Background: an optimization exercise with open tools, aiming at a short achievable clock period and few clock cycles per item. Do not read the settings as production practice. Only simulation tests tie the RTL to the original design; equivalence was not proved. No activity file was given, so power comes from the tool's default toggle rates.

`design/flow/flow/run.sh`:
```
#!/bin/bash
set -euo pipefail
cd "$(dirname "$0")/.."
bash standard.sh SETUP_SLACK_MARGIN=7 finish > standard_make.log 2>&1
```
`design/flow/standard.sh`:
```
#!/bin/bash
# synth_recipe.tcl (not shown) runs the flow's synth.tcl, then flattens the netlist and writes it again
# the make line also repeats each setting of config.mk as NAME=value (left out here)
make -C /OpenROAD-flow-scripts/flow DESIGN_CONFIG=/design/flow/config.mk WORK_HOME=/design/flow/orfs CLKGATE_MAP_FILE= SYNTH_SCRIPT=/design/flow/synth_recipe.tcl "${@:-finish}"
```
`design/flow/config.mk`:
```
export PLATFORM = sky130hd
export DESIGN_NAME = calendar_time_add_minutes
export DESIGN_NICKNAME = calendar_time_add_minutes
export VERILOG_FILES = /design/flow/design.v
export SDC_FILE = /design/flow/constraint.sdc
export NUM_CORES = 4
export LEC_CHECK = 0
export ABC_CLOCK_PERIOD_IN_PS = 1500
export CAP_MARGIN = 20
export CORE_MARGIN = 2
export CORE_UTILIZATION = 40
export SETUP_SLACK_MARGIN = 5
export SLEW_MARGIN = 20
```
`design/flow/constraint.sdc`:
```
create_clock -name core_clock -period 10.0 [get_ports {clk}]
set_input_delay 2.0000 -clock core_clock [delete_from_list [all_inputs] [get_ports {clk}]]
set_output_delay 2.0000 -clock core_clock [all_outputs]
set_load 0.01 [all_outputs]
```
`design/flow/design.v`:
```
`default_nettype none
package cta_pkg;
    localparam int DAY_W    = 5;
    localparam int MONTH_W  = 4;
    localparam int YEAR_W   = 16;
    localparam int HOUR_W   = 5;
    localparam int MINUTE_W = 6;
    localparam int ADD_W    = 16;
    localparam int DOY_W  = 9;     
    localparam int MOD_W  = 11;    
    localparam int Y400_W = 9;     
    localparam int RSP_W  = DAY_W + MONTH_W + YEAR_W + HOUR_W + MINUTE_W + 1 + DAY_W;
    localparam logic [HOUR_W-1:0]   HOUR_MAX   = 5'd23;
    localparam logic [MINUTE_W-1:0] MINUTE_MAX = 6'd59;
    localparam logic [MONTH_W-1:0] MONTH_JAN = 4'd1;
    localparam logic [MONTH_W-1:0] MONTH_DEC = 4'd12;
    localparam logic [YEAR_W-1:0] RESET_YEAR = 16'd2000;
    localparam logic REQ_LOAD = 1'b0;
    localparam logic REQ_ADD  = 1'b1;
    localparam int CAP    = 7;
    localparam int QPTR_W = 3;
    localparam int QDEPTH = 1 << QPTR_W;
    localparam int CNT_W  = 5;
endpackage
`default_nettype wire
`default_nettype none
module cta_div45_hi (
    input  wire logic [5:0] x,
    output logic [5:0] q,
    output logic [5:0] r,
    output logic [5:0] q_p1,
    output logic [5:0] q_p2,
    output logic [9:0] q_m366,
    output logic [9:0] q_m365,
    output logic [9:0] q_m364,
    output logic [9:0] q_m363
);
    always_comb
    begin
        case (x)
            6'd0: begin q = 6'd0; r = 6'd0; q_p1 = 6'd1; q_p2 = 6'd2; q_m366 = 10'd658; q_m365 = 10'd659; q_m364 = 10'd660; q_m363 = 10'd661; end
            6'd1: begin q = 6'd0; r = 6'd32; q_p1 = 6'd1; q_p2 = 6'd2; q_m366 = 10'd658; q_m365 = 10'd659; q_m364 = 10'd660; q_m363 = 10'd661; end
            6'd2: begin q = 6'd1; r = 6'd19; q_p1 = 6'd2; q_p2 = 6'd3; q_m366 = 10'd659; q_m365 = 10'd660; q_m364 = 10'd661; q_m363 = 10'd662; end
            6'd3: begin q = 6'd2; r = 6'd6; q_p1 = 6'd3; q_p2 = 6'd4; q_m366 = 10'd660; q_m365 = 10'd661; q_m364 = 10'd662; q_m363 = 10'd663; end
            6'd4: begin q = 6'd2; r = 6'd38; q_p1 = 6'd3; q_p2 = 6'd4; q_m366 = 10'd660; q_m365 = 10'd661; q_m364 = 10'd662; q_m363 = 10'd663; end
            6'd5: begin q = 6'd3; r = 6'd25; q_p1 = 6'd4; q_p2 = 6'd5; q_m366 = 10'd661; q_m365 = 10'd662; q_m364 = 10'd663; q_m363 = 10'd664; end
            6'd6: begin q = 6'd4; r = 6'd12; q_p1 = 6'd5; q_p2 = 6'd6; q_m366 = 10'd662; q_m365 = 10'd663; q_m364 = 10'd664; q_m363 = 10'd665; end
            6'd7: begin q = 6'd4; r = 6'd44; q_p1 = 6'd5; q_p2 = 6'd6; q_m366 = 10'd662; q_m365 = 10'd663; q_m364 = 10'd664; q_m363 = 10'd665; end
            6'd8: begin q = 6'd5; r = 6'd31; q_p1 = 6'd6; q_p2 = 6'd7; q_m366 = 10'd663; q_m365 = 10'd664; q_m364 = 10'd665; q_m363 = 10'd666; end
            6'd9: begin q = 6'd6; r = 6'd18; q_p1 = 6'd7; q_p2 = 6'd8; q_m366 = 10'd664; q_m365 = 10'd665; q_m364 = 10'd666; q_m363 = 10'd667; end
            6'd10: begin q = 6'd7; r = 6'd5; q_p1 = 6'd8; q_p2 = 6'd9; q_m366 = 10'd665; q_m365 = 10'd666; q_m364 = 10'd667; q_m363 = 10'd668; end
            6'd11: begin q = 6'd7; r = 6'd37; q_p1 = 6'd8; q_p2 = 6'd9; q_m366 = 10'd665; q_m365 = 10'd666; q_m364 = 10'd667; q_m363 = 10'd668; end
            6'd12: begin q = 6'd8; r = 6'd24; q_p1 = 6'd9; q_p2 = 6'd10; q_m366 = 10'd666; q_m365 = 10'd667; q_m364 = 10'd668; q_m363 = 10'd669; end
            6'd13: begin q = 6'd9; r = 6'd11; q_p1 = 6'd10; q_p2 = 6'd11; q_m366 = 10'd667; q_m365 = 10'd668; q_m364 = 10'd669; q_m363 = 10'd670; end
            6'd14: begin q = 6'd9; r = 6'd43; q_p1 = 6'd10; q_p2 = 6'd11; q_m366 = 10'd667; q_m365 = 10'd668; q_m364 = 10'd669; q_m363 = 10'd670; end
            6'd15: begin q = 6'd10; r = 6'd30; q_p1 = 6'd11; q_p2 = 6'd12; q_m366 = 10'd668; q_m365 = 10'd669; q_m364 = 10'd670; q_m363 = 10'd671; end
            6'd16: begin q = 6'd11; r = 6'd17; q_p1 = 6'd12; q_p2 = 6'd13; q_m366 = 10'd669; q_m365 = 10'd670; q_m364 = 10'd671; q_m363 = 10'd672; end
            6'd17: begin q = 6'd12; r = 6'd4; q_p1 = 6'd13; q_p2 = 6'd14; q_m366 = 10'd670; q_m365 = 10'd671; q_m364 = 10'd672; q_m363 = 10'd673; end
            6'd18: begin q = 6'd12; r = 6'd36; q_p1 = 6'd13; q_p2 = 6'd14; q_m366 = 10'd670; q_m365 = 10'd671; q_m364 = 10'd672; q_m363 = 10'd673; end
            6'd19: begin q = 6'd13; r = 6'd23; q_p1 = 6'd14; q_p2 = 6'd15; q_m366 = 10'd671; q_m365 = 10'd672; q_m364 = 10'd673; q_m363 = 10'd674; end
            6'd20: begin q = 6'd14; r = 6'd10; q_p1 = 6'd15; q_p2 = 6'd16; q_m366 = 10'd672; q_m365 = 10'd673; q_m364 = 10'd674; q_m363 = 10'd675; end
            6'd21: begin q = 6'd14; r = 6'd42; q_p1 = 6'd15; q_p2 = 6'd16; q_m366 = 10'd672; q_m365 = 10'd673; q_m364 = 10'd674; q_m363 = 10'd675; end
            6'd22: begin q = 6'd15; r = 6'd29; q_p1 = 6'd16; q_p2 = 6'd17; q_m366 = 10'd673; q_m365 = 10'd674; q_m364 = 10'd675; q_m363 = 10'd676; end
            6'd23: begin q = 6'd16; r = 6'd16; q_p1 = 6'd17; q_p2 = 6'd18; q_m366 = 10'd674; q_m365 = 10'd675; q_m364 = 10'd676; q_m363 = 10'd677; end
            6'd24: begin q = 6'd17; r = 6'd3; q_p1 = 6'd18; q_p2 = 6'd19; q_m366 = 10'd675; q_m365 = 10'd676; q_m364 = 10'd677; q_m363 = 10'd678; end
            6'd25: begin q = 6'd17; r = 6'd35; q_p1 = 6'd18; q_p2 = 6'd19; q_m366 = 10'd675; q_m365 = 10'd676; q_m364 = 10'd677; q_m363 = 10'd678; end
            6'd26: begin q = 6'd18; r = 6'd22; q_p1 = 6'd19; q_p2 = 6'd20; q_m366 = 10'd676; q_m365 = 10'd677; q_m364 = 10'd678; q_m363 = 10'd679; end
            6'd27: begin q = 6'd19; r = 6'd9; q_p1 = 6'd20; q_p2 = 6'd21; q_m366 = 10'd677; q_m365 = 10'd678; q_m364 = 10'd679; q_m363 = 10'd680; end
            6'd28: begin q = 6'd19; r = 6'd41; q_p1 = 6'd20; q_p2 = 6'd21; q_m366 = 10'd677; q_m365 = 10'd678; q_m364 = 10'd679; q_m363 = 10'd680; end
            6'd29: begin q = 6'd20; r = 6'd28; q_p1 = 6'd21; q_p2 = 6'd22; q_m366 = 10'd678; q_m365 = 10'd679; q_m364 = 10'd680; q_m363 = 10'd681; end
            6'd30: begin q = 6'd21; r = 6'd15; q_p1 = 6'd22; q_p2 = 6'd23; q_m366 = 10'd679; q_m365 = 10'd680; q_m364 = 10'd681; q_m363 = 10'd682; end
            6'd31: begin q = 6'd22; r = 6'd2; q_p1 = 6'd23; q_p2 = 6'd24; q_m366 = 10'd680; q_m365 = 10'd681; q_m364 = 10'd682; q_m363 = 10'd683; end
            6'd32: begin q = 6'd22; r = 6'd34; q_p1 = 6'd23; q_p2 = 6'd24; q_m366 = 10'd680; q_m365 = 10'd681; q_m364 = 10'd682; q_m363 = 10'd683; end
            6'd33: begin q = 6'd23; r = 6'd21; q_p1 = 6'd24; q_p2 = 6'd25; q_m366 = 10'd681; q_m365 = 10'd682; q_m364 = 10'd683; q_m363 = 10'd684; end
            6'd34: begin q = 6'd24; r = 6'd8; q_p1 = 6'd25; q_p2 = 6'd26; q_m366 = 10'd682; q_m365 = 10'd683; q_m364 = 10'd684; q_m363 = 10'd685; end
            6'd35: begin q = 6'd24; r = 6'd40; q_p1 = 6'd25; q_p2 = 6'd26; q_m366 = 10'd682; q_m365 = 10'd683; q_m364 = 10'd684; q_m363 = 10'd685; end
            6'd36: begin q = 6'd25; r = 6'd27; q_p1 = 6'd26; q_p2 = 6'd27; q_m366 = 10'd683; q_m365 = 10'd684; q_m364 = 10'd685; q_m363 = 10'd686; end
            6'd37: begin q = 6'd26; r = 6'd14; q_p1 = 6'd27; q_p2 = 6'd28; q_m366 = 10'd684; q_m365 = 10'd685; q_m364 = 10'd686; q_m363 = 10'd687; end
            6'd38: begin q = 6'd27; r = 6'd1; q_p1 = 6'd28; q_p2 = 6'd29; q_m366 = 10'd685; q_m365 = 10'd686; q_m364 = 10'd687; q_m363 = 10'd688; end
            6'd39: begin q = 6'd27; r = 6'd33; q_p1 = 6'd28; q_p2 = 6'd29; q_m366 = 10'd685; q_m365 = 10'd686; q_m364 = 10'd687; q_m363 = 10'd688; end
            6'd40: begin q = 6'd28; r = 6'd20; q_p1 = 6'd29; q_p2 = 6'd30; q_m366 = 10'd686; q_m365 = 10'd687; q_m364 = 10'd688; q_m363 = 10'd689; end
            6'd41: begin q = 6'd29; r = 6'd7; q_p1 = 6'd30; q_p2 = 6'd31; q_m366 = 10'd687; q_m365 = 10'd688; q_m364 = 10'd689; q_m363 = 10'd690; end
            6'd42: begin q = 6'd29; r = 6'd39; q_p1 = 6'd30; q_p2 = 6'd31; q_m366 = 10'd687; q_m365 = 10'd688; q_m364 = 10'd689; q_m363 = 10'd690; end
            6'd43: begin q = 6'd30; r = 6'd26; q_p1 = 6'd31; q_p2 = 6'd32; q_m366 = 10'd688; q_m365 = 10'd689; q_m364 = 10'd690; q_m363 = 10'd691; end
            6'd44: begin q = 6'd31; r = 6'd13; q_p1 = 6'd32; q_p2 = 6'd33; q_m366 = 10'd689; q_m365 = 10'd690; q_m364 = 10'd691; q_m363 = 10'd692; end
            6'd45: begin q = 6'd32; r = 6'd0; q_p1 = 6'd33; q_p2 = 6'd34; q_m366 = 10'd690; q_m365 = 10'd691; q_m364 = 10'd692; q_m363 = 10'd693; end
            6'd46: begin q = 6'd32; r = 6'd32; q_p1 = 6'd33; q_p2 = 6'd34; q_m366 = 10'd690; q_m365 = 10'd691; q_m364 = 10'd692; q_m363 = 10'd693; end
            6'd47: begin q = 6'd33; r = 6'd19; q_p1 = 6'd34; q_p2 = 6'd35; q_m366 = 10'd691; q_m365 = 10'd692; q_m364 = 10'd693; q_m363 = 10'd694; end
            6'd48: begin q = 6'd34; r = 6'd6; q_p1 = 6'd35; q_p2 = 6'd36; q_m366 = 10'd692; q_m365 = 10'd693; q_m364 = 10'd694; q_m363 = 10'd695; end
            6'd49: begin q = 6'd34; r = 6'd38; q_p1 = 6'd35; q_p2 = 6'd36; q_m366 = 10'd692; q_m365 = 10'd693; q_m364 = 10'd694; q_m363 = 10'd695; end
            6'd50: begin q = 6'd35; r = 6'd25; q_p1 = 6'd36; q_p2 = 6'd37; q_m366 = 10'd693; q_m365 = 10'd694; q_m364 = 10'd695; q_m363 = 10'd696; end
            6'd51: begin q = 6'd36; r = 6'd12; q_p1 = 6'd37; q_p2 = 6'd38; q_m366 = 10'd694; q_m365 = 10'd695; q_m364 = 10'd696; q_m363 = 10'd697; end
            6'd52: begin q = 6'd36; r = 6'd44; q_p1 = 6'd37; q_p2 = 6'd38; q_m366 = 10'd694; q_m365 = 10'd695; q_m364 = 10'd696; q_m363 = 10'd697; end
            6'd53: begin q = 6'd37; r = 6'd31; q_p1 = 6'd38; q_p2 = 6'd39; q_m366 = 10'd695; q_m365 = 10'd696; q_m364 = 10'd697; q_m363 = 10'd698; end
            6'd54: begin q = 6'd38; r = 6'd18; q_p1 = 6'd39; q_p2 = 6'd40; q_m366 = 10'd696; q_m365 = 10'd697; q_m364 = 10'd698; q_m363 = 10'd699; end
            6'd55: begin q = 6'd39; r = 6'd5; q_p1 = 6'd40; q_p2 = 6'd41; q_m366 = 10'd697; q_m365 = 10'd698; q_m364 = 10'd699; q_m363 = 10'd700; end
            6'd56: begin q = 6'd39; r = 6'd37; q_p1 = 6'd40; q_p2 = 6'd41; q_m366 = 10'd697; q_m365 = 10'd698; q_m364 = 10'd699; q_m363 = 10'd700; end
            6'd57: begin q = 6'd40; r = 6'd24; q_p1 = 6'd41; q_p2 = 6'd42; q_m366 = 10'd698; q_m365 = 10'd699; q_m364 = 10'd700; q_m363 = 10'd701; end
            6'd58: begin q = 6'd41; r = 6'd11; q_p1 = 6'd42; q_p2 = 6'd43; q_m366 = 10'd699; q_m365 = 10'd700; q_m364 = 10'd701; q_m363 = 10'd702; end
            6'd59: begin q = 6'd41; r = 6'd43; q_p1 = 6'd42; q_p2 = 6'd43; q_m366 = 10'd699; q_m365 = 10'd700; q_m364 = 10'd701; q_m363 = 10'd702; end
            6'd60: begin q = 6'd42; r = 6'd30; q_p1 = 6'd43; q_p2 = 6'd44; q_m366 = 10'd700; q_m365 = 10'd701; q_m364 = 10'd702; q_m363 = 10'd703; end
            6'd61: begin q = 6'd43; r = 6'd17; q_p1 = 6'd44; q_p2 = 6'd45; q_m366 = 10'd701; q_m365 = 10'd702; q_m364 = 10'd703; q_m363 = 10'd704; end
            6'd62: begin q = 6'd44; r = 6'd4; q_p1 = 6'd45; q_p2 = 6'd46; q_m366 = 10'd702; q_m365 = 10'd703; q_m364 = 10'd704; q_m363 = 10'd705; end
            6'd63: begin q = 6'd44; r = 6'd36; q_p1 = 6'd45; q_p2 = 6'd46; q_m366 = 10'd702; q_m365 = 10'd703; q_m364 = 10'd704; q_m363 = 10'd705; end
            default: begin q = '0; r = '0; q_p1 = '0; q_p2 = '0; q_m366 = '0; q_m365 = '0; q_m364 = '0; q_m363 = '0; end
        endcase
    end
endmodule
module cta_mod25_hi (
    input  wire logic [5:0] x,
    output logic [4:0] r
);
    always_comb
    begin
        case (x)
            6'd0: begin r = 5'd0; end
            6'd1: begin r = 5'd14; end
            6'd2: begin r = 5'd3; end
            6'd3: begin r = 5'd17; end
            6'd4: begin r = 5'd6; end
            6'd5: begin r = 5'd20; end
            6'd6: begin r = 5'd9; end
            6'd7: begin r = 5'd23; end
            6'd8: begin r = 5'd12; end
            6'd9: begin r = 5'd1; end
            6'd10: begin r = 5'd15; end
            6'd11: begin r = 5'd4; end
            6'd12: begin r = 5'd18; end
            6'd13: begin r = 5'd7; end
            6'd14: begin r = 5'd21; end
            6'd15: begin r = 5'd10; end
            6'd16: begin r = 5'd24; end
            6'd17: begin r = 5'd13; end
            6'd18: begin r = 5'd2; end
            6'd19: begin r = 5'd16; end
            6'd20: begin r = 5'd5; end
            6'd21: begin r = 5'd19; end
            6'd22: begin r = 5'd8; end
            6'd23: begin r = 5'd22; end
            6'd24: begin r = 5'd11; end
            6'd25: begin r = 5'd0; end
            6'd26: begin r = 5'd14; end
            6'd27: begin r = 5'd3; end
            6'd28: begin r = 5'd17; end
            6'd29: begin r = 5'd6; end
            6'd30: begin r = 5'd20; end
            6'd31: begin r = 5'd9; end
            6'd32: begin r = 5'd23; end
            6'd33: begin r = 5'd12; end
            6'd34: begin r = 5'd1; end
            6'd35: begin r = 5'd15; end
            6'd36: begin r = 5'd4; end
            6'd37: begin r = 5'd18; end
            6'd38: begin r = 5'd7; end
            6'd39: begin r = 5'd21; end
            6'd40: begin r = 5'd10; end
            6'd41: begin r = 5'd24; end
            6'd42: begin r = 5'd13; end
            6'd43: begin r = 5'd2; end
            6'd44: begin r = 5'd16; end
            6'd45: begin r = 5'd5; end
            6'd46: begin r = 5'd19; end
            6'd47: begin r = 5'd8; end
            6'd48: begin r = 5'd22; end
            6'd49: begin r = 5'd11; end
            6'd50: begin r = 5'd0; end
            6'd51: begin r = 5'd14; end
            6'd52: begin r = 5'd3; end
            6'd53: begin r = 5'd17; end
            6'd54: begin r = 5'd6; end
            6'd55: begin r = 5'd20; end
            6'd56: begin r = 5'd9; end
            6'd57: begin r = 5'd23; end
            6'd58: begin r = 5'd12; end
            6'd59: begin r = 5'd1; end
            6'd60: begin r = 5'd15; end
            6'd61: begin r = 5'd4; end
            6'd62: begin r = 5'd18; end
            6'd63: begin r = 5'd7; end
            default: begin r = '0; end
        endcase
    end
endmodule
module cta_mod25_lo (
    input  wire logic [5:0] x,
    output logic [4:0] r
);
    always_comb
    begin
        case (x)
            6'd0: begin r = 5'd0; end
            6'd1: begin r = 5'd1; end
            6'd2: begin r = 5'd2; end
            6'd3: begin r = 5'd3; end
            6'd4: begin r = 5'd4; end
            6'd5: begin r = 5'd5; end
            6'd6: begin r = 5'd6; end
            6'd7: begin r = 5'd7; end
            6'd8: begin r = 5'd8; end
            6'd9: begin r = 5'd9; end
            6'd10: begin r = 5'd10; end
            6'd11: begin r = 5'd11; end
            6'd12: begin r = 5'd12; end
            6'd13: begin r = 5'd13; end
            6'd14: begin r = 5'd14; end
            6'd15: begin r = 5'd15; end
            6'd16: begin r = 5'd16; end
            6'd17: begin r = 5'd17; end
            6'd18: begin r = 5'd18; end
            6'd19: begin r = 5'd19; end
            6'd20: begin r = 5'd20; end
            6'd21: begin r = 5'd21; end
            6'd22: begin r = 5'd22; end
            6'd23: begin r = 5'd23; end
            6'd24: begin r = 5'd24; end
            6'd25: begin r = 5'd0; end
            6'd26: begin r = 5'd1; end
            6'd27: begin r = 5'd2; end
            6'd28: begin r = 5'd3; end
            6'd29: begin r = 5'd4; end
            6'd30: begin r = 5'd5; end
            6'd31: begin r = 5'd6; end
            6'd32: begin r = 5'd7; end
            6'd33: begin r = 5'd8; end
            6'd34: begin r = 5'd9; end
            6'd35: begin r = 5'd10; end
            6'd36: begin r = 5'd11; end
            6'd37: begin r = 5'd12; end
            6'd38: begin r = 5'd13; end
            6'd39: begin r = 5'd14; end
            6'd40: begin r = 5'd15; end
            6'd41: begin r = 5'd16; end
            6'd42: begin r = 5'd17; end
            6'd43: begin r = 5'd18; end
            6'd44: begin r = 5'd19; end
            6'd45: begin r = 5'd20; end
            6'd46: begin r = 5'd21; end
            6'd47: begin r = 5'd22; end
            6'd48: begin r = 5'd23; end
            6'd49: begin r = 5'd24; end
            6'd50: begin r = 5'd0; end
            6'd51: begin r = 5'd1; end
            6'd52: begin r = 5'd2; end
            6'd53: begin r = 5'd3; end
            6'd54: begin r = 5'd4; end
            6'd55: begin r = 5'd5; end
            6'd56: begin r = 5'd6; end
            6'd57: begin r = 5'd7; end
            6'd58: begin r = 5'd8; end
            6'd59: begin r = 5'd9; end
            6'd60: begin r = 5'd10; end
            6'd61: begin r = 5'd11; end
            6'd62: begin r = 5'd12; end
            6'd63: begin r = 5'd13; end
            default: begin r = '0; end
        endcase
    end
endmodule
module cta_hour_minutes (
    input  wire logic [4:0] x,
    output logic [10:0] m
);
    always_comb
    begin
        case (x)
            5'd0: begin m = 11'd0; end
            5'd1: begin m = 11'd60; end
            5'd2: begin m = 11'd120; end
            5'd3: begin m = 11'd180; end
            5'd4: begin m = 11'd240; end
            5'd5: begin m = 11'd300; end
            5'd6: begin m = 11'd360; end
            5'd7: begin m = 11'd420; end
            5'd8: begin m = 11'd480; end
            5'd9: begin m = 11'd540; end
            5'd10: begin m = 11'd600; end
            5'd11: begin m = 11'd660; end
            5'd12: begin m = 11'd720; end
            5'd13: begin m = 11'd780; end
            5'd14: begin m = 11'd840; end
            5'd15: begin m = 11'd900; end
            5'd16: begin m = 11'd960; end
            5'd17: begin m = 11'd1020; end
            5'd18: begin m = 11'd1080; end
            5'd19: begin m = 11'd1140; end
            5'd20: begin m = 11'd1200; end
            5'd21: begin m = 11'd1260; end
            5'd22: begin m = 11'd1320; end
            5'd23: begin m = 11'd1380; end
            5'd24: begin m = 11'd1380; end
            5'd25: begin m = 11'd1380; end
            5'd26: begin m = 11'd1380; end
            5'd27: begin m = 11'd1380; end
            5'd28: begin m = 11'd1380; end
            5'd29: begin m = 11'd1380; end
            5'd30: begin m = 11'd1380; end
            5'd31: begin m = 11'd1380; end
            default: begin m = '0; end
        endcase
    end
endmodule
`default_nettype wire
`default_nettype none
import cta_pkg::*;
module calendar_time_add_minutes #(
    parameter int MAX_ADD_MINUTES = 65535
) (
    input  wire logic                     clk,
    input  wire logic                     rst_n,
    input  wire logic                     cmd_valid,
    output wire logic                     cmd_ready,
    input  wire logic                     cmd_req_type,
    input  wire logic [cta_pkg::ADD_W-1:0]    cmd_add_minutes,
    input  wire logic [cta_pkg::DAY_W-1:0]    cmd_load_day,
    input  wire logic [cta_pkg::MONTH_W-1:0]  cmd_load_month,
    input  wire logic [cta_pkg::YEAR_W-1:0]   cmd_load_year,
    input  wire logic [cta_pkg::HOUR_W-1:0]   cmd_load_hour,
    input  wire logic [cta_pkg::MINUTE_W-1:0] cmd_load_minute,
    output wire logic                     rsp_valid,
    input  wire logic                     rsp_ready,
    output wire logic [cta_pkg::DAY_W-1:0]    rsp_out_day,
    output wire logic [cta_pkg::MONTH_W-1:0]  rsp_out_month,
    output wire logic [cta_pkg::YEAR_W-1:0]   rsp_out_year,
    output wire logic [cta_pkg::HOUR_W-1:0]   rsp_out_hour,
    output wire logic [cta_pkg::MINUTE_W-1:0] rsp_out_minute,
    output wire logic                     rsp_leap_flag,
    output wire logic [cta_pkg::DAY_W-1:0]    rsp_month_length
);
    localparam int SAT_W = ($clog2(MAX_ADD_MINUTES + 1) > ADD_W) ?
                           $clog2(MAX_ADD_MINUTES + 1) : ADD_W;
    function automatic logic [DAY_W-1:0] month_len(input logic [MONTH_W-1:0] month,
                                                   input logic leap);
        logic [DAY_W-1:0] len;
        case (month)
            4'd2:                    len = leap ? 5'd29 : 5'd28;
            4'd4, 4'd6, 4'd9, 4'd11: len = 5'd30;
            default:                 len = 5'd31;
        endcase
        month_len = len;
    endfunction
    function automatic logic [DOY_W-1:0] month_start(input logic [MONTH_W-1:0] month,
                                                     input logic leap);
        logic [DOY_W-1:0] s;
        case (month)
            4'd1:    s = 9'd0;
            4'd2:    s = 9'd31;
            4'd3:    s = 9'd59;
            4'd4:    s = 9'd90;
            4'd5:    s = 9'd120;
            4'd6:    s = 9'd151;
            4'd7:    s = 9'd181;
            4'd8:    s = 9'd212;
            4'd9:    s = 9'd243;
            4'd10:   s = 9'd273;
            4'd11:   s = 9'd304;
            default: s = 9'd334;
        endcase
        if (leap && (month > 4'd2))
        begin
            s = s + 9'd1;
        end
        month_start = s;
    endfunction
    function automatic logic [DOY_W-1:0] month_first(input logic [MONTH_W-1:0] month,
                                                input logic leap);
        logic [DOY_W-1:0] d;
        case ({leap, month})
            {1'b0, 4'd1}: d = 9'd511;
            {1'b0, 4'd2}: d = 9'd30;
            {1'b0, 4'd3}: d = 9'd58;
            {1'b0, 4'd4}: d = 9'd89;
            {1'b0, 4'd5}: d = 9'd119;
            {1'b0, 4'd6}: d = 9'd150;
            {1'b0, 4'd7}: d = 9'd180;
            {1'b0, 4'd8}: d = 9'd211;
            {1'b0, 4'd9}: d = 9'd242;
            {1'b0, 4'd10}: d = 9'd272;
            {1'b0, 4'd11}: d = 9'd303;
            {1'b0, 4'd12}: d = 9'd333;
            {1'b1, 4'd1}: d = 9'd511;
            {1'b1, 4'd2}: d = 9'd30;
            {1'b1, 4'd3}: d = 9'd59;
            {1'b1, 4'd4}: d = 9'd90;
            {1'b1, 4'd5}: d = 9'd120;
            {1'b1, 4'd6}: d = 9'd151;
            {1'b1, 4'd7}: d = 9'd181;
            {1'b1, 4'd8}: d = 9'd212;
            {1'b1, 4'd9}: d = 9'd243;
            {1'b1, 4'd10}: d = 9'd273;
            {1'b1, 4'd11}: d = 9'd304;
            {1'b1, 4'd12}: d = 9'd334;
            default: d = 9'd0;
        endcase
        month_first = d;
    endfunction
    function automatic logic [DOY_W-1:0] month_last(input logic [MONTH_W-1:0] month,
                                                input logic leap);
        logic [DOY_W-1:0] d;
        case ({leap, month})
            {1'b0, 4'd1}: d = 9'd30;
            {1'b0, 4'd2}: d = 9'd58;
            {1'b0, 4'd3}: d = 9'd89;
            {1'b0, 4'd4}: d = 9'd119;
            {1'b0, 4'd5}: d = 9'd150;
            {1'b0, 4'd6}: d = 9'd180;
            {1'b0, 4'd7}: d = 9'd211;
            {1'b0, 4'd8}: d = 9'd242;
            {1'b0, 4'd9}: d = 9'd272;
            {1'b0, 4'd10}: d = 9'd303;
            {1'b0, 4'd11}: d = 9'd333;
            {1'b0, 4'd12}: d = 9'd364;
            {1'b1, 4'd1}: d = 9'd30;
            {1'b1, 4'd2}: d = 9'd59;
            {1'b1, 4'd3}: d = 9'd90;
            {1'b1, 4'd4}: d = 9'd120;
            {1'b1, 4'd5}: d = 9'd151;
            {1'b1, 4'd6}: d = 9'd181;
            {1'b1, 4'd7}: d = 9'd212;
            {1'b1, 4'd8}: d = 9'd243;
            {1'b1, 4'd9}: d = 9'd273;
            {1'b1, 4'd10}: d = 9'd304;
            {1'b1, 4'd11}: d = 9'd334;
            {1'b1, 4'd12}: d = 9'd365;
            default: d = 9'd0;
        endcase
        month_last = d;
    endfunction
    logic              cmd_ready_reg;
    logic              cmd_fire;
    logic [CNT_W-1:0]  pend_reg;       
    logic              pop_reg;        
    logic              out_valid_reg;
    logic [QPTR_W-1:0] q_wr_reg, q_rd_reg;
    logic              q_wr_lap, q_rd_lap;
    assign cmd_fire = cmd_valid && cmd_ready_reg;
    logic                s0_typ;
    logic [ADD_W-1:0]    s0_add;
    logic [DAY_W-1:0]    s0_day;
    logic [MONTH_W-1:0]  s0_month;
    logic [YEAR_W-1:0]   s0_year;
    logic [HOUR_W-1:0]   s0_hour;
    logic [MINUTE_W-1:0] s0_minute;
    assign s0_typ    = cmd_req_type;
    assign s0_add    = cmd_add_minutes;
    assign s0_day    = cmd_load_day;
    assign s0_month  = cmd_load_month;
    assign s0_year   = cmd_load_year;
    assign s0_hour   = cmd_load_hour;
    assign s0_minute = cmd_load_minute;
    logic [ADD_W-1:0]    add_sat;
    logic [MONTH_W-1:0]  s0_month_c;
    logic [5:0]          s0_dq, s0_dr, s0_dq_p1, s0_dq_p2;
    logic [9:0]          s0_dq_m366, s0_dq_m365, s0_dq_m364, s0_dq_m363;
    logic [4:0]          s0_yrh, s0_yrl;
    logic [MOD_W-1:0]    s0_h60;
    logic                s1_v;
    logic                s1_typ;
    logic [5:0]          s1_dq, s1_dr, s1_dq_p1, s1_dq_p2;   
    logic [9:0]          s1_dq_m366, s1_dq_m365, s1_dq_m364, s1_dq_m363;
    logic [4:0]          s1_ahl;         
    logic [4:0]          s1_alo;         
    logic [DAY_W-1:0]    s1_day;         
    logic [DAY_W-1:0]    s1_len_n, s1_len_l;      
    logic [DOY_W-1:0]    s1_first_n, s1_first_l;  
    logic [DOY_W-1:0]    s1_last_n, s1_last_l;    
    logic [YEAR_W-1:0]   s1_year;
    logic [4:0]          s1_yrh, s1_yrl;          
    logic [MOD_W-1:0]    s1_h60;                  
    logic [MINUTE_W-1:0] s1_minute;
    assign add_sat = (SAT_W'(s0_add) > SAT_W'(MAX_ADD_MINUTES)) ?
                     ADD_W'(MAX_ADD_MINUTES) : s0_add;
    cta_div45_hi u_div45 (
        .x      (add_sat[15:10]),
        .q      (s0_dq),
        .r      (s0_dr),
        .q_p1   (s0_dq_p1),
        .q_p2   (s0_dq_p2),
        .q_m366 (s0_dq_m366),
        .q_m365 (s0_dq_m365),
        .q_m364 (s0_dq_m364),
        .q_m363 (s0_dq_m363)
    );
    cta_mod25_hi u_mod25h (.x(s0_year[15:10]), .r(s0_yrh));
    cta_mod25_lo u_mod25l (.x(s0_year[9:4]), .r(s0_yrl));
    cta_hour_minutes u_h60 (.x(s0_hour), .m(s0_h60));
    always_comb
    begin
        if (s0_month < MONTH_JAN)
        begin
            s0_month_c = MONTH_JAN;
        end
        else if (s0_month > MONTH_DEC)
        begin
            s0_month_c = MONTH_DEC;
        end
        else
        begin
            s0_month_c = s0_month;
        end
    end
    always_ff @(posedge clk)
    begin
        s1_typ     <= s0_typ;
        s1_dq      <= s0_dq;
        s1_dr      <= s0_dr;
        s1_dq_p1   <= s0_dq_p1;
        s1_dq_p2   <= s0_dq_p2;
        s1_dq_m366 <= s0_dq_m366;
        s1_dq_m365 <= s0_dq_m365;
        s1_dq_m364 <= s0_dq_m364;
        s1_dq_m363 <= s0_dq_m363;
        s1_ahl     <= add_sat[9:5];
        s1_alo     <= add_sat[4:0];
        s1_day     <= (s0_day == '0) ? DAY_W'(1) : s0_day;
        s1_len_n   <= month_len(s0_month_c, 1'b0);
        s1_len_l   <= month_len(s0_month_c, 1'b1);
        s1_first_n <= month_first(s0_month_c, 1'b0);
        s1_first_l <= month_first(s0_month_c, 1'b1);
        s1_last_n  <= month_last(s0_month_c, 1'b0);
        s1_last_l  <= month_last(s0_month_c, 1'b1);
        s1_year    <= s0_year;
        s1_yrh     <= s0_yrh;
        s1_yrl     <= s0_yrl;
        s1_h60     <= s0_h60;
        s1_minute  <= (s0_minute > MINUTE_MAX) ? MINUTE_MAX : s0_minute;
    end
    logic                s1_add, s1_load;
    logic [6:0]          s1_dt;          
    logic                s1_dc;          
    logic [5:0]          s1_drem;        
    logic [6:0]          s1_drem_m45;    
    logic [5:0]          s1_yt;          
    logic [4:0]          s1_yrem;        
    logic [Y400_W-1:0]   s1_y400;
    logic                s1_leap, s1_leap1;
    logic [DOY_W-1:0]    s1_doy_n, s1_doy_l;
    logic                s2_v;
    logic                s2_load;
    logic [MOD_W-1:0]    s2_m0;          
    logic [MOD_W:0]      s2_m1;          
    logic [DOY_W-1:0]    s2_d0, s2_d1;   
    logic [DOY_W:0]      s2_d0_n, s2_d0_l, s2_d1_n;   
    logic [DOY_W-1:0]    s2_ldoy_n, s2_ldoy_l;
    logic [MOD_W-1:0]    s2_lmod;
    logic [YEAR_W-1:0]   s2_lyear;
    logic [Y400_W-1:0]   s2_ly400;
    logic                s2_lleap, s2_lleap1;
    assign s1_add  = s1_v && (s1_typ == REQ_ADD);
    assign s1_load = s1_v && (s1_typ == REQ_LOAD);
    assign s1_dt       = 7'(s1_dr) + 7'(s1_ahl);
    assign s1_dc       = (s1_dt >= 7'd45);
    assign s1_drem     = s1_dc ? 6'(s1_dt - 7'd45) : s1_dt[5:0];
    assign s1_drem_m45 = s1_dc ? (s1_dt - 7'd90) : (s1_dt - 7'd45);
    assign s1_yt   = 6'(s1_yrh) + 6'(s1_yrl);
    assign s1_yrem = (s1_yt >= 6'd25) ? 5'(s1_yt - 6'd25) : s1_yt[4:0];
    assign s1_y400 = {s1_yrem, s1_year[3:0]};
    assign s1_leap  = (s1_year[1:0] == 2'd0) &&
                      (s1_y400 != 9'd100) && (s1_y400 != 9'd200) && (s1_y400 != 9'd300);
    assign s1_leap1 = (s1_year[1:0] == 2'd3) &&
                      (s1_y400 != 9'd99) && (s1_y400 != 9'd199) && (s1_y400 != 9'd299);
    assign s1_doy_n = (s1_day > s1_len_n) ? s1_last_n : s1_first_n + DOY_W'(s1_day);
    assign s1_doy_l = (s1_day > s1_len_l) ? s1_last_l : s1_first_l + DOY_W'(s1_day);
    always_ff @(posedge clk)
    begin
        s2_load <= s1_load;
        if (!s1_add)
        begin
            s2_m0   <= '0;
            s2_m1   <= (MOD_W+1)'((1 << (MOD_W+1)) - 1440);
            s2_d0   <= '0;
            s2_d1   <= DOY_W'(1);
            s2_d0_n <= (DOY_W+1)'((1 << (DOY_W+1)) - 365);
            s2_d0_l <= (DOY_W+1)'((1 << (DOY_W+1)) - 366);
            s2_d1_n <= (DOY_W+1)'((1 << (DOY_W+1)) - 364);
        end
        else if (s1_dc)
        begin
            s2_m0   <= {s1_drem, s1_alo};
            s2_m1   <= {s1_drem_m45, s1_alo};
            s2_d0   <= DOY_W'(s1_dq_p1);
            s2_d1   <= DOY_W'(s1_dq_p2);
            s2_d0_n <= s1_dq_m364;
            s2_d0_l <= s1_dq_m365;
            s2_d1_n <= s1_dq_m363;
        end
        else
        begin
            s2_m0   <= {s1_drem, s1_alo};
            s2_m1   <= {s1_drem_m45, s1_alo};
            s2_d0   <= DOY_W'(s1_dq);
            s2_d1   <= DOY_W'(s1_dq_p1);
            s2_d0_n <= s1_dq_m365;
            s2_d0_l <= s1_dq_m366;
            s2_d1_n <= s1_dq_m364;
        end
        s2_ldoy_n <= s1_doy_n;
        s2_ldoy_l <= s1_doy_l;
        s2_lmod   <= s1_h60 + MOD_W'(s1_minute);
        s2_lyear  <= s1_year;
        s2_ly400  <= s1_y400;
        s2_lleap  <= s1_leap;
        s2_lleap1 <= s1_leap1;
    end
    logic [DOY_W-1:0]    st_doy;
    logic [MOD_W-1:0]    st_mod;
    logic [YEAR_W-1:0]   st_year;
    logic [Y400_W-1:0]   st_y400;
    logic                st_leap;        
    logic                st_leap1;       
    logic                st_v;
    logic [12:2]         st_am;          
    logic [23:1]         st_ah;          
    logic [12:2]         am_add, am_load;
    logic [23:1]         ah_add, ah_load;
    logic [MOD_W-1:0]    m_sum0;
    logic [MOD_W:0]      m_sum1;
    logic                m_carry;
    logic [MOD_W-1:0]    m_new;
    logic [DOY_W-1:0]    d_sum0, d_sum1;
    logic [DOY_W:0]      d_sum0_n, d_sum0_l, d_sum1_n, d_sum1_l;
    logic                w0, w1, y_carry;
    logic [DOY_W-1:0]    d_new;
    logic                sel_00, sel_01n, sel_01l, sel_10, sel_11n, sel_11l;
    logic                leap2;          
    logic [Y400_W-1:0]   y400_inc;
    logic [YEAR_W-1:0]   year_inc;
    logic [YEAR_W-1:0]   year_add;
    logic [Y400_W-1:0]   y400_add;
    logic                leap_add, leap1_add;
    assign m_sum0   = st_mod + s2_m0;
    assign m_sum1   = (MOD_W+1)'(st_mod) + s2_m1;
    assign m_carry  = !m_sum1[MOD_W];                     
    assign m_new    = ({MOD_W{m_carry}} & m_sum1[MOD_W-1:0]) | ({MOD_W{!m_carry}} & m_sum0);
    assign d_sum0   = st_doy + s2_d0;
    assign d_sum1   = st_doy + s2_d1;
    assign d_sum0_n = (DOY_W+1)'(st_doy) + s2_d0_n;
    assign d_sum0_l = (DOY_W+1)'(st_doy) + s2_d0_l;
    assign d_sum1_n = (DOY_W+1)'(st_doy) + s2_d1_n;
    assign d_sum1_l = d_sum0_n;
    assign w0       = st_leap ? !d_sum0_l[DOY_W] : !d_sum0_n[DOY_W];
    assign w1       = st_leap ? !d_sum1_l[DOY_W] : !d_sum1_n[DOY_W];
    assign y_carry  = m_carry ? w1 : w0;
    assign sel_00  = !m_carry && !y_carry;
    assign sel_01n = !m_carry && y_carry && !st_leap;
    assign sel_01l = !m_carry && y_carry && st_leap;
    assign sel_10  = m_carry && !y_carry;
    assign sel_11n = m_carry && y_carry && !st_leap;
    assign sel_11l = m_carry && y_carry && st_leap;
    assign d_new   = ({DOY_W{sel_00}}  & d_sum0) |
                     ({DOY_W{sel_01n}} & d_sum0_n[DOY_W-1:0]) |
                     ({DOY_W{sel_01l}} & d_sum0_l[DOY_W-1:0]) |
                     ({DOY_W{sel_10}}  & d_sum1) |
                     ({DOY_W{sel_11n}} & d_sum1_n[DOY_W-1:0]) |
                     ({DOY_W{sel_11l}} & d_sum1_l[DOY_W-1:0]);
    always_comb
    begin
        for (int m = 2; m <= 12; m++)
        begin
            am_add[m] =
                (sel_00  && (st_leap  ? (d_sum0 >= month_start(MONTH_W'(m), 1'b1)) :
                                        (d_sum0 >= month_start(MONTH_W'(m), 1'b0)))) ||
                (sel_10  && (st_leap  ? (d_sum1 >= month_start(MONTH_W'(m), 1'b1)) :
                                        (d_sum1 >= month_start(MONTH_W'(m), 1'b0)))) ||
                (sel_01n && (st_leap1 ? (d_sum0_n[DOY_W-1:0] >= month_start(MONTH_W'(m), 1'b1)) :
                                        (d_sum0_n[DOY_W-1:0] >= month_start(MONTH_W'(m), 1'b0)))) ||
                (sel_01l && (st_leap1 ? (d_sum0_l[DOY_W-1:0] >= month_start(MONTH_W'(m), 1'b1)) :
                                        (d_sum0_l[DOY_W-1:0] >= month_start(MONTH_W'(m), 1'b0)))) ||
                (sel_11n && (st_leap1 ? (d_sum1_n[DOY_W-1:0] >= month_start(MONTH_W'(m), 1'b1)) :
                                        (d_sum1_n[DOY_W-1:0] >= month_start(MONTH_W'(m), 1'b0)))) ||
                (sel_11l && (st_leap1 ? (d_sum1_l[DOY_W-1:0] >= month_start(MONTH_W'(m), 1'b1)) :
                                        (d_sum1_l[DOY_W-1:0] >= month_start(MONTH_W'(m), 1'b0))));
            am_load[m] = s2_lleap ? (s2_ldoy_l >= month_start(MONTH_W'(m), 1'b1)) :
                                    (s2_ldoy_n >= month_start(MONTH_W'(m), 1'b0));
        end
        for (int h = 1; h < 24; h++)
        begin
            ah_add[h]  = (m_carry && (m_sum1[MOD_W-1:0] >= MOD_W'(60 * h))) ||
                         (!m_carry && (m_sum0 >= MOD_W'(60 * h)));
            ah_load[h] = (s2_lmod >= MOD_W'(60 * h));
        end
    end
    assign leap2     = (st_year[1:0] == 2'd2) &&
                       (st_y400 != 9'd98) && (st_y400 != 9'd198) && (st_y400 != 9'd298);
    assign y400_inc  = ((st_y400 == 9'd399) || (st_year == 16'hFFFF)) ? '0 : st_y400 + 1'b1;
    assign year_inc  = st_year + 1'b1;
    assign year_add  = ({YEAR_W{y_carry}} & year_inc) | ({YEAR_W{!y_carry}} & st_year);
    assign y400_add  = ({Y400_W{y_carry}} & y400_inc) | ({Y400_W{!y_carry}} & st_y400);
    assign leap_add  = (y_carry && st_leap1) || (!y_carry && st_leap);
    assign leap1_add = (y_carry && leap2) || (!y_carry && st_leap1);
    always_ff @(posedge clk or negedge rst_n)
    begin
        if (!rst_n)
        begin
            s1_v <= 1'b0;
            s2_v <= 1'b0;
            st_v <= 1'b0;
        end
        else
        begin
            s1_v <= cmd_fire;
            s2_v <= s1_v;
            st_v <= s2_v;
        end
    end
    always_ff @(posedge clk)
    begin
        if (!rst_n)
        begin
            st_doy   <= '0;
            st_mod   <= '0;
            st_year  <= RESET_YEAR;
            st_y400  <= '0;
            st_leap  <= 1'b1;
            st_leap1 <= 1'b0;
            st_am    <= '0;
            st_ah    <= '0;
        end
        else if (s2_load)
        begin
            st_am    <= am_load;
            st_ah    <= ah_load;
            st_doy   <= s2_lleap ? s2_ldoy_l : s2_ldoy_n;
            st_mod   <= s2_lmod;
            st_year  <= s2_lyear;
            st_y400  <= s2_ly400;
            st_leap  <= s2_lleap;
            st_leap1 <= s2_lleap1;
        end
        else
        begin
            st_am    <= am_add;
            st_ah    <= ah_add;
            st_doy   <= d_new;
            st_mod   <= m_new;
            st_year  <= year_add;
            st_y400  <= y400_add;
            st_leap  <= leap_add;
            st_leap1 <= leap1_add;
        end
    end
    logic [12:1]         after_month;    
    logic [DAY_W-1:0]    day_n [1:12];
    logic [DAY_W-1:0]    day_l [1:12];
    logic [23:0]         after_hour;     
    logic [MONTH_W-1:0]  r_month;
    logic [DAY_W-1:0]    r_day;
    logic [DAY_W-1:0]    r_len;
    logic [HOUR_W-1:0]   r_hour;
    logic [MINUTE_W-1:0] r_minute;
    logic [RSP_W-1:0]    r_rsp;
    logic [RSP_W-1:0]    q_mem [QDEPTH];
    logic [RSP_W-1:0]    out_reg;
    always_comb
    begin
        for (int m = 1; m <= 12; m++)
        begin
            after_month[m]   = (m == 1) || st_am[(m == 1) ? 2 : m];
            day_n[m]         = DAY_W'(st_doy - month_start(MONTH_W'(m), 1'b0) + 9'd1);
            day_l[m]         = DAY_W'(st_doy - month_start(MONTH_W'(m), 1'b1) + 9'd1);
        end
        r_month = '0;
        r_day   = '0;
        r_len   = '0;
        for (int m = 1; m <= 12; m++)
        begin
            if (after_month[m] && ((m == 12) || !after_month[(m == 12) ? 12 : m + 1]))
            begin
                r_month = r_month | MONTH_W'(m);
                r_day   = r_day | (st_leap ? day_l[m] : day_n[m]);
                r_len   = r_len | month_len(MONTH_W'(m), st_leap);
            end
        end
        for (int h = 0; h < 24; h++)
        begin
            after_hour[h] = (h == 0) || st_ah[(h == 0) ? 1 : h];
        end
        r_hour   = '0;
        r_minute = '0;
        for (int h = 0; h < 24; h++)
        begin
            if (after_hour[h] && ((h == 23) || !after_hour[(h == 23) ? 23 : h + 1]))
            begin
                r_hour   = r_hour | HOUR_W'(h);
                r_minute = r_minute | MINUTE_W'(st_mod - MOD_W'(60 * h));
            end
        end
    end
    assign r_rsp = {r_day, r_month, st_year, r_hour, r_minute, st_leap, r_len};
    logic [QPTR_W:0]     q_count;        
    logic                pop;            
    logic [QPTR_W-1:0]   q_rd_next;
    logic [RSP_W-1:0]    out_mem, out_next;
    logic                out_new;
    assign q_count   = {q_wr_lap, q_wr_reg} - {q_rd_lap, q_rd_reg};
    assign pop       = out_valid_reg && rsp_ready;
    assign q_rd_next = q_rd_reg + 1'b1;
    assign out_mem   = pop ? q_mem[q_rd_next] : q_mem[q_rd_reg];
    assign out_new   = pop ? (q_count <= (QPTR_W+1)'(1)) : (q_count == '0);
    assign out_next  = ({RSP_W{out_new}} & r_rsp) | ({RSP_W{!out_new}} & out_mem);
    always_ff @(posedge clk)
    begin
        if (st_v)
        begin
            q_mem[q_wr_reg] <= r_rsp;
        end
        out_reg <= out_next;
    end
    always_ff @(posedge clk or negedge rst_n)
    begin
        if (!rst_n)
        begin
            q_wr_reg      <= '0;
            q_wr_lap      <= 1'b0;
            q_rd_reg      <= '0;
            q_rd_lap      <= 1'b0;
            out_valid_reg <= 1'b0;
            pop_reg       <= 1'b0;
            pend_reg      <= '0;
            cmd_ready_reg <= 1'b0;
        end
        else
        begin
            if (st_v)
            begin
                {q_wr_lap, q_wr_reg} <= {q_wr_lap, q_wr_reg} + 1'b1;
            end
            if (pop)
            begin
                {q_rd_lap, q_rd_reg} <= {q_rd_lap, q_rd_reg} + 1'b1;
                out_valid_reg <= (q_count > (QPTR_W+1)'(1)) || st_v;
            end
            else
            begin
                out_valid_reg <= (q_count != '0) || st_v;
            end
            pop_reg  <= pop;
            pend_reg <= pend_reg + CNT_W'(s1_v) - CNT_W'(pop_reg);
            cmd_ready_reg <= ((pend_reg + CNT_W'(s1_v) + CNT_W'(cmd_ready_reg) + 1'b1)
                              <= CNT_W'(CAP));
        end
    end
    assign cmd_ready        = cmd_ready_reg;
    assign rsp_valid        = out_valid_reg;
    assign rsp_out_day      = out_reg[41:37];
    assign rsp_out_month    = out_reg[36:33];
    assign rsp_out_year     = out_reg[32:17];
    assign rsp_out_hour     = out_reg[16:12];
    assign rsp_out_minute   = out_reg[11:6];
    assign rsp_leap_flag    = out_reg[5];
    assign rsp_month_length = out_reg[4:0];
endmodule
`default_nettype wire
```
==> impl_results.md, run 1 <==
* Nets at 4,099
* Maximum vdd drop at 0.169 mV
* Flip-flop and latch count after synthesis at 684
* Die Area at 97,900 µm²
* Root Buffer: clkbuf_16
* DRT Pass-1 Iters at 8
* Setup violators final at 0
* Die Span Y at 313 µm
* Largest fanout on the critical path at 2
* Arrival time worst endpoint at around 1.2 ns
* Worst Clk Skew at 0.0458 ns
* CTS tree: yes
* Min-delay worst type: flip-flop to flip-flop
* Clock Sinks at 684
* Clock Path Buffers at 3
* Reg-to-reg slack, setup at 6.83 ns
* Vias at 31,500
* Post-synthesis area per instance at 10.2 µm²
* Diode count at 0
* YS warnings at 7
* I/O pin count at 101
* Fraction of layout instances using a drive strength above 1 at 0.243
* Outcome: no timing/DRC/antenna violations
* RSZ-0062 raised after global routing: true
* Slowest library cell on the worst path: dfrtp_2
* Ys flop type: dfxtp_1
* CP max stage delay at approximately 0.40 ns
* Clock transition at the registers of the reported paths at 0.06 ns
* Final worst setup slack at 6.83 ns
* Max reg flops at 320
* Vias per Instance at 6.05
* Final hold vios at 0
* GRT overflow at 0
* Slew Viols, Final at 0
* Crit-path cells: buf_6
* Vias in the first global route at 29,800
* ANT nets after route at 0
* Area growth, synth to finish at 23.2%
* Synth unique cells at just over 90
* Crit path launch type: flip-flop
* Crit end category: output port
* Syn Inst Count at 3,727
* Power Density at 287 nW/µm²
* Remaining DRCs at 0
* Fmax achieved at 316 MHz
* Critical Path RT at 8.00 ns
* Seq/Total Area, Yosys at 0.445
* FP Rows at 113
* First-pass GRT wire length at between 150 and 200 mm
* Max_cap viols at 0
* Number of buffers created by CTS at 78
* Port bufs at 100
* Slew margin rel. at 0.221
* Number of synthesized flops with an enable pin at 320
* Initial Utilization at 0.403
* Tot GR Track Use at 0.226
* Cell leakage power at 17.1 nW
* Final GP Congestion at roughly 0.96
* Routed wire length at 116 mm
* CP Buf/Inv Count at 1
* Min Tclk post-route at 3.17 ns
* Critical path type: flip-flop to output port
* Tcrit/Tclk final at 0.317
* Clock latency (worst-skew pair) at 0.66 ns
* Async SR Flop Fraction at 0.0278
* TNS Setup at 0 ns
* Drt initial violations at 3,551
* Delay-heaviest family, CP: flip-flops
* Initial antenna violation count at 4
* H-tree level count at 3
* Synth Cell Area at 38,200 µm²
* Die width at 313 µm
* Hpwl dp at 70.9 mm
* DP Worst Slack at 5.28 ns
* Core Region at 94,700 µm²
* Largest net degree at the start of global routing at 67
* Worst Tran Pin Value at ~1.2 ns
* Routed WL per cell at 22.3 µm
## worst reg2reg max path, stage by stage (launching register included)
cell	delay (ns)
dfxtp_4	0.38
ha_4	0.18
fa_2	0.37
buf_8	0.15
a211oi_4	0.29
o211ai_1	0.17
a211oi_2	0.32
xnor2_2	0.12
buf_6	0.16
o21ai_4	0.15
nand2_1	0.07
a221o_1	0.30
o311a_1	0.38
## synthesized netlist by cell type (49+ instances only)
cell,count,area [µm²]
dfxtp_1,345,6910
a21oi_1,322,1610
edfxtp_1,320,9610
nand2_1,312,1170
nor2_1,297,1110
o21ai_0,238,1190
clkbuf_1,200,751
mux4_2,166,3740
ha_1,151,1890
inv_1,124,465
xnor2_1,88,771
nor3_1,80,400
nand3_1,76,380
a211oi_1,66,495
a31oi_1,49,307
xor2_1,49,429
## what timing repair did
item                       4_1_cts  5_1_grt
resized for setup              532      160
cloned                          12       11
pin swaps                       67       68
hold buffers                     0        0
setup endpoints to repair      282      224
buffers inserted                85       58
## cells by family after synthesis
kind of cell,after synthesis,synth area share
buffers and inverters,381,0.0383
and+or+nand+nor,1015,0.124
DFF,684,0.445
AOI/OAI and AO/OA,1120,0.191
xor gates and xnor gates,138,0.0322
muxes,226,0.114
adders and majority gates,162,0.0553
other,1,0.0000982
## cell type report
cell class | count | area [µm²]
clock buffer | 114 | 2230
multi-input combinational | 2672 | 21900
fill | 8502 | 47700
tap | 1265 | 1580
sequential | 684 | 17100
timing repair inverter | 1 | 7.51
inverter | 131 | 573
timing repair buffer | 312 | 3290
clock inverter | 31 | 388
## routing by layer
metal	vias to the layer above	global-route usage	part of all wire
li1	14400	-	-
met1	15400	0.309	0.42
met2	1436	0.368	0.47
met3	260	0.0305	0.075
met4	2	0.0792	0.033
met5	-	0	0.00011
## cells in the final DEF (no fill, tap or decap), types with 42 or more instances in the layout
master	count
dfxtp_1	290
ha_1	115
buf_6	61
nor2_1	260
buf_4	145
o211ai_1	42
clkbuf_16	88
edfxtp_1	320
nand2_1	298
o21ai_0	199
xnor2_1	67
a31oi_1	47
dfxtp_2	43
a21oi_1	288
nand3_1	75
inv_1	110
nor3_1	65
mux4_2	166
a211oi_1	53
## final timing paths
path | startpoint | endpoint | depth (start not counted)
min in group asynchronous | rst_n | s2_v | 3
worst max register to register | st_doy[0] | st_am[7] | 12
worst min register to register | s1_year[12] | s2_lyear[12] | 0
worst max-delay path | out_valid_reg | rsp_valid | 1
worst min-delay path | s1_year[12] | s2_lyear[12] | 0
max in group asynchronous | rst_n | q_rd_reg[0] | 3
## through the flow
stage               power [mW]  area [µm²]  hold WS, ns  utilization  std cells
floorplan                 7.88       39200        0.310            -       3734
global placement          9.32       40900        0.312        0.432       4899
detailed placement        9.34       40900        0.312        0.432       4899
CTS                       13.0       45600        0.322        0.482       5141
global route              14.2       47000        0.328        0.496       5210
finish                    13.5       47000        0.317        0.496       5210
## power by group
group / switching (mW) / leakage, nW / internal, mW
clock: 1.20 / 1.27 / 1.70
combinational: 3.65 / 9.91 / 2.94
sequential: 0.425 / 5.95 / 3.56
Testbench counts, summed over its fixed seeds: cycles 2,432, items 2,400.
==> run 2: changes to the inputs <==
--- a/design/flow/config.mk
+++ b/design/flow/config.mk
@@ -5,7 +5,7 @@
 export SDC_FILE = /design/flow/constraint.sdc
 export NUM_CORES = 4
 export LEC_CHECK = 0
-export ABC_CLOCK_PERIOD_IN_PS = 1500
+export ABC_CLOCK_PERIOD_IN_PS = 3000
 export CAP_MARGIN = 20
 export CORE_MARGIN = 2
 export CORE_UTILIZATION = 40
==> run 2 against run 1 <==
Non-clock buffer count unchanged. Clock-buffer cell count unchanged. Total power did not move. Register-to-register slack hardly changed.
==> impl_results.md, run 2 <==
* Outcome: no timing/DRC/antenna violations
* Fmax achieved at 316 MHz
* Seq/Total Area, Yosys at 0.445
* YS warnings at 7
* H-tree level count at 3
* Vias in the first global route at 29,800
* Slew Viols, Final at 0
* Delay-heaviest family, CP: flip-flops
* Die Span Y at 313 µm
* ANT nets after route at 0
* Root Buffer: clkbuf_16
* Slew margin rel. at 0.221
* Max_cap viols at 0
* Die width at 313 µm
* Syn Inst Count at 3,727
* Min Tclk post-route at ~3.2 ns
* CP Buf/Inv Count at 1
* Hold path depth at 0
* Remaining DRCs at 0
* Fraction of layout instances using a drive strength above 1 at 0.243
* Hpwl dp at 70.9 mm
* CTS tree: yes
* Routed WL per cell at 22.3 µm
* Clock latency (worst-skew pair) at between 0.6 and 0.7 ns
* Critical path type: flip-flop to output port
* GRT overflow at 0
* Synth unique cells at 92
* RSZ-0062 raised after global routing: true
* Power Density at 287 nW/µm²
* Clock transition at the registers of the reported paths at 0.06 ns
* Maximum vdd drop at approximately 0.17 mV
* Crit end category: output port
* Area growth, synth to finish at 23.2%
* Setup violators final at 0
* DRT Pass-1 Iters at 8
* Vias per Instance at 6.05
* Async SR Flop Fraction at 0.0278
* Max reg flops at 320
* Yosys top cell area share at 0.252
* Largest net degree at the start of global routing at 67
* Finished Cell Area at 47,000 µm²
* Most frequent cells in the layout: edfxtp_1 (320), nand2_1 (298), dfxtp_1 (290)
* Dominant cell type by area after synthesis: edfxtp_1
* Number of buffers created by CTS at 78
* FP Rows at around 110
* Count leader, synth: dfxtp_1
* CP max stage delay at 0.40 ns
* Initial Utilization at 0.403
* Hold Buf Count CTS at 0
* First-pass GRT wire length at 175 mm
* Ys flop type: dfxtp_1
* Worst Tran Pin Value at 1.16 ns
* Initial antenna violation count at 4
* Slowest library cell on the worst path: dfrtp_2
* Port bufs at 100
* Min-delay worst type: flip-flop to flip-flop
* Largest fanout on the critical path at 2
* Number of synthesized flops with an enable pin at 320
* Most common cell after layout, fill and taps aside: edfxtp_1
* Routed wire length at 116 mm
* Post-synth top cells: dfxtp_1 (345), a21oi_1 (322), edfxtp_1 (320), nand2_1 (312), nor2_1 (297)
* Nets at 4,099
* Crit path launch type: flip-flop
* Tcrit/Tclk final at 0.317
* Area post-placement at just over 40,000 µm²
* CP Depth at 1
* Vias at 31,500
* Die Area at 97,900 µm²
* Final GP Congestion at between 0.9 and 1
* Cell leakage power at about 17 nW
* Clock Sinks at between 600 and 700
* Tot GR Track Use at 0.226
* Final hold vios at 0
* Crit-path cells: buf_6
* Diode count at 0
* Drt initial violations at 3,551
* Clock Path Buffers at 3
* Flip-flop and latch count after synthesis at 684
* Synth top area cells: edfxtp_1 (25%), dfxtp_1 (18%), mux4_2 (9.8%), ha_1 (4.9%), a21oi_1 (4.2%)
* Synth Cell Area at between 30,000 and 40,000 µm²
* Reg2Reg Depth at 12
* Critical Path RT at 8.00 ns
* Worst Clk Skew at between 0.04 and 0.05 ns
* Arrival time worst endpoint at 1.17 ns
* Core Region at between 90,000 and 100,000 µm²
* TNS Setup at 0 ns
* I/O pin count at 101
* Post-synthesis area per instance at 10.2 µm²
run 2: routing by layer:
layer / up-vias / GRT usage / routed length, µm
li1: 14400 / - / -
met1: 15400 / 0.309 / 48800
met4: 2 / 0.0792 / 3890
met5: - / 0 / 13
met2: 1436 / 0.368 / 55000
met3: 260 / 0.0305 / 8710
run 2: logic make-up after synthesis:
family          count (synthesis)  share of synthesized area
other cells                     1                  0.0000982
xor+xnor                      138                     0.0322
flops                         684                      0.445
mux                           226                      0.114
simple gates                 1015                      0.124
fa+ha+maj                     162                     0.0553
buf+inv                       381                     0.0383
compound gates               1120                      0.191
run 2: area by class of cell:
cell class | instances | area, µm²
fill | 8502 | 47700
multi-input combinational | 2672 | 21900
sequential | 684 | 17100
timing repair buffer | 312 | 3290
clock buffer | 114 | 2230
tap | 1265 | 1580
inverter | 131 | 573
clock inverter | 31 | 388
timing repair inverter | 1 | 7.51
run 2: metrics by stage:
stage / worst slack (ns) / total power, mW / util / hold slack (ns) / instances
2_1_floorplan: 6.69 / 7.88 / - / 0.310 / 3734
3_3_place_gp: 5.31 / 9.32 / 0.432 / 0.312 / 4899
3_5_place_dp: 5.28 / 9.34 / 0.432 / 0.312 / 4899
4_1_cts: 6.79 / 13.0 / 0.482 / 0.322 / 5141
5_1_grt: 6.75 / 14.2 / 0.496 / 0.328 / 5210
6_report: 6.83 / 13.5 / 0.496 / 0.317 / 5210
run 2: timing repair:
| action | in CTS | in global routing |
|---|---|---|
| pin swaps | 67 | 68 |
| endpoints found under the setup margin | 282 | 224 |
| gates resized for setup | 532 | 160 |
| cloned | 12 | 11 |
| setup buffers | 85 | 58 |
run 2: power by group:
| group | switching [mW] | total, mW | internal, mW | leakage [nW] |
|---|---|---|---|---|
| clock network | 1.20 | 2.89 | 1.70 | 1.27 |
| logic | 3.65 | 6.60 | 2.94 | 9.91 |
| registers | 0.425 | 3.99 | 3.56 | 5.95 |
| total | 5.28 | 13.5 | 8.20 | 17.1 |
run 2: worst register-to-register path: cells and delay by family (launching register included):
family | cells | cell delay, ns
xor+xnor | 1 | 0.12
buf+inv | 2 | 0.31
flops | 1 | 0.38
fa+ha+maj | 2 | 0.55
simple gates | 1 | 0.07
compound gates | 6 | 1.61
run 2: final timing paths:
check	slack [ns]	from	end
min in group asynchronous	1.77	rst_n	s2_v
worst max register to register	6.83	st_doy[0]	st_am[7]
max in group asynchronous	7.90	rst_n	q_rd_reg[0]
worst min-delay path	0.32	s1_year[12]	s2_lyear[12]
worst max-delay path	6.83	out_valid_reg	rsp_valid
worst min register to register	0.32	s1_year[12]	s2_lyear[12]
==> run 3: changes to the inputs <==
==> design/flow/flow/run.sh (replaced) <==
#!/bin/bash
set -euo pipefail
cd "$(dirname "$0")/.."
bash standard.sh SETUP_SLACK_MARGIN=6.5 finish > standard_make.log 2>&1
--- a/design/flow/config.mk
+++ b/design/flow/config.mk
@@ -5,7 +5,7 @@
 export SDC_FILE = /design/flow/constraint.sdc
 export NUM_CORES = 4
 export LEC_CHECK = 0
-export ABC_CLOCK_PERIOD_IN_PS = 3000
+export ABC_CLOCK_PERIOD_IN_PS = 1500
 export CAP_MARGIN = 20
 export CORE_MARGIN = 2
 export CORE_UTILIZATION = 40
==> run 3 against run 2 <==
Sequential share of layout area up 2.6 points. Highest routed layer is now met4. Routed wire length down 5.4%. Register-to-register slack worse by 0.36 ns. Largest power group unchanged. Critical path depth up 8. Critical path type is now flip-flop to flip-flop. Critical endpoint is now st_am[5]. Clock power up 2%. Largest cell class unchanged.
==> impl_results.md, run 3 <==
* Drt initial violations at 3,388
* H-tree level count at 3
* Largest net degree at the start of global routing at between 100 and 150
* CTS tree: yes
* Fraction of layout instances using a drive strength above 1 at 0.135
* Setup violators final at 0
* Dominant cell type by area after synthesis: edfxtp_1
* GRT overflow at 0
* ANT nets after route at 0
* Critical path type: flip-flop to flip-flop
* Diode count at 0
* Seq/Total Area, Yosys at 0.445
* Power Density at 286 nW/µm²
* YS warnings at 7
* Clock latency (worst-skew pair) at 0.67 ns
* Worst reg2reg startpoint: st_doy[3]
* Most frequent cells in the layout: dfxtp_1 (336), edfxtp_1 (320), a21oi_1 (318)
* Crit-path cells: buf_4 > ha_2 > a21o_1 > a221oi_1 > xnor2_2 > nand2_1 > o41ai_1 > a2111oi_0 > a31oi_1
* Slew margin rel. at 0.221
* Hpwl dp at around 71 mm
* Max_cap viols at 0
* Ys flop type: dfxtp_1
* Initial antenna violation count at 1
* Nets at ~4,000
* Vias in the first global route at ~29,000
* Clock Path Buffers at 3
* Fmax achieved at 283 MHz
* Min Tclk post-route at 3.53 ns
* Min-delay worst type: flip-flop to flip-flop
* Async SR Flop Fraction at 0.0278
* CP max stage delay at between 0.5 and 0.6 ns
* Count leader, synth: dfxtp_1
* Die width at 313 µm
* Vias per Instance at 6.03
* Initial Utilization at 0.403
* Final hold vios at 0
* Clock transition at the registers of the reported paths at approximately 0.060 ns
* RSZ-0062 raised after global routing: true
* Max reg flops at 320
* Area growth, synth to finish at 14.3%
* Die Span Y at 313 µm
* Tot GR Track Use at 0.220
* Tcrit/Tclk final at 0.353
* Final core area utilization at 0.461
* Routed wire length at 110 mm
* Final GP Congestion at between 0.9 and 1
* Vias at 30,600
* Critical Path RT at between 10 and 15 ns
* Routed WL per cell at between 20 and 25 µm
* Post-synthesis area per instance at 10.2 µm²
* First-pass GRT wire length at 171 mm
* Crit path launch: st_doy[3]
* Port bufs at 100
* Maximum vdd drop at 0.256 mV
* Number of synthesized flops with an enable pin at 320
* Hold path start: s1_year[14]
* Delay-heaviest family, CP: compound AO/OA/AOI/OAI gates
* Worst Tran Pin Value at 1.16 ns
* Most common cell after layout, fill and taps aside: dfxtp_1
* I/O pin count at 101
* Synth Cell Area at 38,200 µm²
* Cell leakage power at ~16 nW
* Post-synth top cells: dfxtp_1 (345), a21oi_1 (322), edfxtp_1 (320), nand2_1 (312), nor2_1 (297)
* Fillers at roughly 9,000
* Hold Buf Count CTS at 0
* Die Area at 97,900 µm²
* Outcome: no timing/DRC/antenna violations
* Crit end category: flip-flop
* Core Region at 94,700 µm²
* Largest fanout on the critical path at 21
* Clock Sinks at between 600 and 700
* Synth top area cells: edfxtp_1 (25%), dfxtp_1 (18%), mux4_2 (9.8%), ha_1 (4.9%), a21oi_1 (4.2%)
* Crit path launch type: flip-flop
* Remaining DRCs at 0
* Flip-flop and latch count after synthesis at 684
* Root Buffer: clkbuf_16
* Syn Inst Count at 3,727
* Slowest library cell on the worst path: o41ai_1
* DRT Pass-1 Iters at 6
* Synth unique cells at 92
* FP Rows at ~110
* Number of buffers created by CTS at 77
* Arrival time worst endpoint at 4.04 ns
* Yosys top cell area share at 0.252
* Slew Viols, Final at 0
* CP Buf/Inv Count at 1
* TNS Setup at 0 ns
* Worst Clk Skew at approximately 0.060 ns
## run 3: kinds of logic after synthesis
kind of cell | after synthesis | share of synthesized area
AO/OA/AOI/OAI | 1120 | 0.191
AND/OR/NAND/NOR | 1015 | 0.124
flip-flops | 684 | 0.445
buffers and inverters | 381 | 0.0383
multiplexers | 226 | 0.114
adder cells (fa/ha/maj) | 162 | 0.0553
XOR/XNOR | 138 | 0.0322
other | 1 | 0.0000982
## run 3: routing by layer
layer  wire, µm  vias up  GRT usage
met3       7700      255     0.0316
met4       4220        0     0.0822
met1      47600    14900      0.305
li1           -    14100          -
met2      50700     1241      0.350
met5          0        -          0
## run 3: path summary, 6_finish.rpt
check	end	slack, ns	depth (start not counted)
worst min-delay path	s2_lyear[14]	0.33	0
worst max register to register	st_am[5]	6.47	9
max in group asynchronous	q_rd_reg[1]	7.72	3
worst max-delay path	st_am[5]	6.47	9
min in group asynchronous	cmd_ready_reg	1.39	2
worst min register to register	s2_lyear[14]	0.33	0
## run 3: area by class of cell
type / count / area [µm²] / area share
repair buffers: 169 / 1510 / 0.0346
clock inverters: 48 / 613 / 0.0140
flip-flops and latches: 684 / 17000 / 0.390
multi-input cells: 2674 / 20300 / 0.466
clock buffers: 96 / 2090 / 0.0479
well taps: 1265 / 1580 / 0.0363
inverters: 131 / 505 / 0.0116
## run 3: metrics by stage
stage	area, µm²	std cells	hold WS, ns	power, mW	setup WS, ns
floorplan	38200	3734	0.310	7.73	6.50
global placement	40300	4895	0.313	9.23	5.35
detailed placement	40300	4895	0.312	9.27	5.31
CTS	43300	5061	0.326	12.4	6.50
global route	43600	5067	0.326	13.2	6.39
finish	43600	5067	0.325	12.5	6.47
## run 3: what timing repair did
action / in CTS / in global routing
resized for setup: 100 / 67
buffers inserted: 17 / 6
pin swaps: 8 / 2
endpoints found under the setup margin: 179 / 141
endpoints found under the hold margin: 0 / 0
cloned: 5 / 0
## run 3: power breakdown
part | leakage [nW] | internal, mW | switching (mW)
sequential | 5.94 | 3.54 | 0.432
clock | 1.31 | 1.73 | 1.23
combinational | 8.65 | 2.30 | 3.26

afterwards: timing with drivers on the ports:
How much do the figures lean on ideal ports? The routed layouts below were timed once more, with nothing changed but the port constraints.
Step 1 (the two cells are an assumption about what drives the block):
set clk [get_ports {clk}]
set_driving_cell -lib_cell sky130_fd_sc_hd__clkbuf_16 $clk
set_driving_cell -lib_cell sky130_fd_sc_hd__buf_2 [delete_from_list [all_inputs] $clk]
Step 2 times the ports against the registers' clock, not the clock port: input delays grow and output delays shrink by t, the midpoint of the rising clock arrivals with the driver on.
Three values: ideal ports, drivers, drivers and shift; two values: the first two.
run	t (ns)	setup slack, ns	worst register clock-pin slew, ns
run 1	0.707	6.832 / 6.768 / 6.339	0.08 / 0.08
run 2	0.707	6.832 / 6.768 / 6.339	0.08 / 0.08
run 3	0.704	6.472 / 6.472 / 5.951	0.07 / 0.07
After both steps setup and hold are still met in every run listed. For run 3, which loses most, drivers alone change the setup slack by 0.000 ns; drivers and shift together by -0.521 ns.
